This is an optimization exercise on Yosys and OpenROAD, whose aim is small area, not a production implementation. Where RTL was checked, it was by simulation tests only, not by an equivalence proof against the original. The flow treats the clock pin as an ideal source, which a real chip does not have. Power and IR drop assume default switching activity.

## axi_xdma_st_data_chk_slave_stream
module axi_xdma_st_data_chk_slave_stream #(
    parameter int          C_S_AXIS_TDATA_WIDTH  = 128,
    parameter int          NUMBER_OF_INPUT_WORDS = 64,
    parameter logic [15:0] BP_LFSR_SEED          = 16'hACE1
) (
    input  logic                              S_AXIS_ACLK,
    input  logic                              S_AXIS_ARESETN,
    input  logic                              S_AXIS_TVALID,
    input  logic [C_S_AXIS_TDATA_WIDTH-1:0]   S_AXIS_TDATA,
    input  logic [C_S_AXIS_TDATA_WIDTH/8-1:0] S_AXIS_TSTRB,
    input  logic                              S_AXIS_TLAST,
    output logic                              S_AXIS_TREADY,
    input  logic [31:0]                       config_reg0,
    input  logic [31:0]                       config_reg1,
    input  logic [31:0]                       config_reg2,
    output logic [63:0]                       beat_count,
    output logic [31:0]                       pkt_count,
    output logic [31:0]                       data_err_count,
    output logic [31:0]                       tlast_err_count,
    output logic                              first_err_valid,
    output logic [C_S_AXIS_TDATA_WIDTH-1:0]   first_err_data,
    output logic [C_S_AXIS_TDATA_WIDTH-1:0]   first_err_expected,
    output logic [31:0]                       first_err_beat
);
For scale: roughly 600 flip-flops, ~690 I/O pins, ~0.025 mm² of cells after synthesis.
export LEC_CHECK = 0
export ABC_AREA = 1
export CAP_MARGIN = 20
export CORE_AREA = 2 2 194 194
export DIE_AREA = 0 0 196 196
export SLEW_MARGIN = 20
export BUFFER_PORTS_ARGS = -buffer_cell sky130_fd_sc_hd__buf_1
export CTS_ARGS = -sink_clustering_enable -repair_clock_nets -dont_use_dummy_load -buf_list {sky130_fd_sc_hd__clkbuf_8} -sink_clustering_size 16 -sink_clustering_max_diameter 50
export RECOVER_POWER = 100
create_clock -name core_clock -period 6.0 [get_ports {S_AXIS_ACLK}]
standard.sh (not shown) runs the stock make flow with config.mk's settings and CLKGATE_MAP_FILE= SYNTH_SCRIPT=/design/flow/synth_recipe.tcl, a recipe that flattens the netlist after the stock synthesis.
==> flow/flow/run.sh <==
#!/bin/bash
set -euo pipefail
if [[ -f flow/extra.mk ]]; then cat flow/extra.mk >> config.mk; fi
rm -rf scripts && cp -r "$FLOW_HOME/scripts" scripts
cp flow/abc_area.script scripts/abc_area.script
if [[ -f flow/global_route.tcl ]]; then cp flow/global_route.tcl scripts/global_route.tcl; fi
SCRIPTS_DIR="$PWD/scripts" bash standard.sh > standard.log 2>&1
Other scripts of this flow, unchanged in this note and not shown: flow/flow/abc_area.script, flow/flow/extra.mk, flow/flow/global_route.tcl
The first run went through all stages and came out clean.
Next try:
--- a/flow/design.v
+++ b/flow/design.v
@@ -89,28 +89,28 @@
     assign rst = ~S_AXIS_ARESETN;
     assign ld  = rst | r_clear;
     assign clr = config_reg0[3];
     assign acc = S_AXIS_TVALID & r_tready;
     assign act = acc & ~ld;
     assign chk = ~r_clear & ~r_seed;
     assign m0  = config_reg0[1:0] == 2'd0;
     assign m1  = config_reg0[1:0] == 2'd1;
     assign m3  = config_reg0[1:0] == 2'd3;
     assign p1  = config_reg1 & {32{~rst & config_reg0[5]}};
     assign p2  = config_reg2 & {32{~rst & config_reg0[5]}};
-    assign en    = act & ~m3;
+    assign en    = acc & ~r_clear & ~m3;
     assign a     = en & m0;
     assign b     = en & m1;
     assign sel_t = r_seed & ~m3;
-    assign sel_e = ~ld & ~r_seed;
-    assign cin   = b | ld | (r_seed & m3);   
+    assign sel_e = ~r_clear & ~r_seed;
+    assign cin   = b | r_clear | (r_seed & m3);   
     logic [W-1:0] base, nexp;
     logic [63:0]  y, gp, pp, hq, hpre;
     logic         c64;
     logic [63:0] G, P;
     always_comb begin
         base = ({W{sel_t}} & S_AXIS_TDATA) | ({W{sel_e}} & r_expected);
         for (int i = 0; i < 64; i++) y[i] = i < 32 ? (config_reg1[i] ? a : b) : (config_reg2[i-32] ? a : b);
         pp = base[63:0] ^ y;
         gp = base[63:0] & y;
         G = gp;
         P = pp;
The new run produced a clean layout.
Worst hold slack gets better by 3.0 ps.
Via count decreases by about 1.4%.
First-iteration DRC count increases by 6.3%.
Routed wire length increases by 0.58%.
Sequential power decreases by about 2%.

========
Another version of the RTL of axi_xdma_st_data_chk_slave_stream (not shown whole).
Size: roughly 600 flip-flops, roughly 690 I/O pins.
clock: 6.0 ns
lec_check: 0
abc_area: 1
cap_margin: 20
core_area: 2 2 194 194
die_area: 0 0 196 196
slew_margin: 20
buffer_ports_args: -buffer_cell sky130_fd_sc_hd__buf_1
cts_args: -sink_clustering_enable -repair_clock_nets -dont_use_dummy_load -buf_list {sky130_fd_sc_hd__clkbuf_8} -sink_clustering_size 16 -sink_clustering_max_diameter 50
recover_power: 100
Scripts as last shown in full above: flow/flow/run.sh
Other scripts of this flow, unchanged in this note and not shown: flow/flow/abc_area.script, flow/flow/extra.mk, flow/flow/global_route.tcl
==> next run, changes <==
--- a/flow/design.v
+++ b/flow/design.v
@@ -99,17 +99,17 @@
     assign p2  = config_reg2 & {32{~rst & config_reg0[5]}};
     assign en    = acc & ~r_clear & ~m3;
     assign a     = en & m0;
     assign b     = en & m1;
     assign sel_t = r_seed & ~m3;
     assign sel_e = ~r_clear & ~r_seed;
     assign cin   = b | r_clear | (r_seed & m3);   
     logic [W-1:0] base, nexp;
-    logic [63:0]  y, gp, pp, hpre;
+    logic [63:0]  y, gp, pp, hq, hpre;
     logic         c64;
     logic [63:0] G, P;
     always_comb begin
         base = ({W{sel_t}} & S_AXIS_TDATA) | ({W{sel_e}} & r_expected);
         for (int i = 0; i < 64; i++) y[i] = i < 32 ? (config_reg1[i] ? a : b) : (config_reg2[i-32] ? a : b);
         pp = base[63:0] ^ y;
         gp = base[63:0] & y;
         G = gp;
@@ -121,18 +121,18 @@
                 P[i] = P[i] & P[i - 2**l];
             end
         for (int l = 4; l >= 0; l--)
             for (int i = 3 * 2**l - 1; i < 64; i += 2**(l+1))
                 G[i] = G[i] | (P[i] & G[i - 2**l]);
         nexp[0] = pp[0] ^ cin;
         for (int i = 1; i < 64; i++) nexp[i] = pp[i] ^ G[i-1];
         c64 = G[63];
-        hpre = (pre_and64(base[127:64]) & {64{en & ~m1 & c64}}) |
-               (pre_and64(~base[127:64]) & {64{en & m1 & ~c64}});
+        hq   = base[127:64] ^ {64{m1}};
+        hpre = pre_and64(hq) & {64{en & (c64 ^ m1)}};
         nexp[127:64] = base[127:64] ^ hpre;
     end
     logic neq, derr, at_last, terr, cap, hold;
     assign neq     = |(S_AXIS_TDATA ^ r_expected);
     assign derr    = (chk & ~m3 & neq) | ~(&S_AXIS_TSTRB);
     assign at_last = &r_beat_idx;
     assign terr    = S_AXIS_TLAST ^ at_last;
     assign cap     = act & derr & ~r_first_err_valid;
@@ -171,11 +171,11 @@
         r_beat_count      <= ld ? {p2, p1} : (r_beat_count ^ beat_t);
         r_pkt_count       <= ld ? p2 : (r_pkt_count ^ pkt_t);
         r_data_err_count  <= ld ? p1 : (r_data_err_count ^ derr_t);
         r_tlast_err_count <= ld ? p2 : (r_tlast_err_count ^ terr_t);
         r_first_err_valid    <= ~ld & (r_first_err_valid | (act & derr));
         r_first_err_data     <= {W{~ld}} & (r_first_err_data | ({W{cap}} & S_AXIS_TDATA));
         r_first_err_expected <= {W{~ld}} & (r_first_err_expected | ({W{cap_e}} & r_expected) | {{(W-1){1'b0}}, cap_1});
         r_first_err_beat     <= {32{~ld}} & (r_first_err_beat | ({32{cap}} & r_beat_count[31:0]));
-        r_beat_idx <= (ld | (act & S_AXIS_TLAST)) ? 6'd0 : (act ? r_beat_idx + 6'd1 : r_beat_idx);
+        r_beat_idx <= (r_clear | (act & S_AXIS_TLAST)) ? 6'd0 : (act ? r_beat_idx + 6'd1 : r_beat_idx);
     end
 endmodule
Result:
- The changed run finished clean
- non-clock buffer count drops by 69
- core utilization drops by 1.1 points
- total power drops by a few percent
- setup slack gains 0.090 ns
- routed wire length drops by a few percent
- combinational power drops by a quarter to a third
- fmax climbs slightly
Function was not checked in any run of this note: the RTL went through the layout flow alone.

[what the ideal ports hide]
No port has a modelled driver above. Below, the same layouts with a new extraction and two added sets of constraints.
Step 1, drivers: a clkbuf_16 drives S_AXIS_ACLK and a buf_2 each remaining input, both assumed.
Step 2 also shifts input and output timing later by t, the mid clock arrival at the registers, as if the neighbouring blocks saw the same clock.
a / b / c = no drivers / after step 1 / after step 2; a / b = the first two.
run	t, ns	setup slack, ns	clock arrival spread, ns
the first run of note 1	0.699	0.319 / 0.289 / -0.409	0.080 / 0.081
the second run of note 1	0.698	0.267 / 0.277 / -0.421	0.057 / 0.057
the first run of note 2	0.713	0.257 / 0.205 / -0.508	0.058 / 0.058
the second run of note 2	0.707	0.347 / 0.337 / -0.370	0.057 / 0.058
With both steps, setup timing fails in every run listed, where it was met with ideal ports. For the first run of note 2, which loses most, drivers alone change the setup slack by -0.052 ns; drivers and shift together by -0.765 ns.
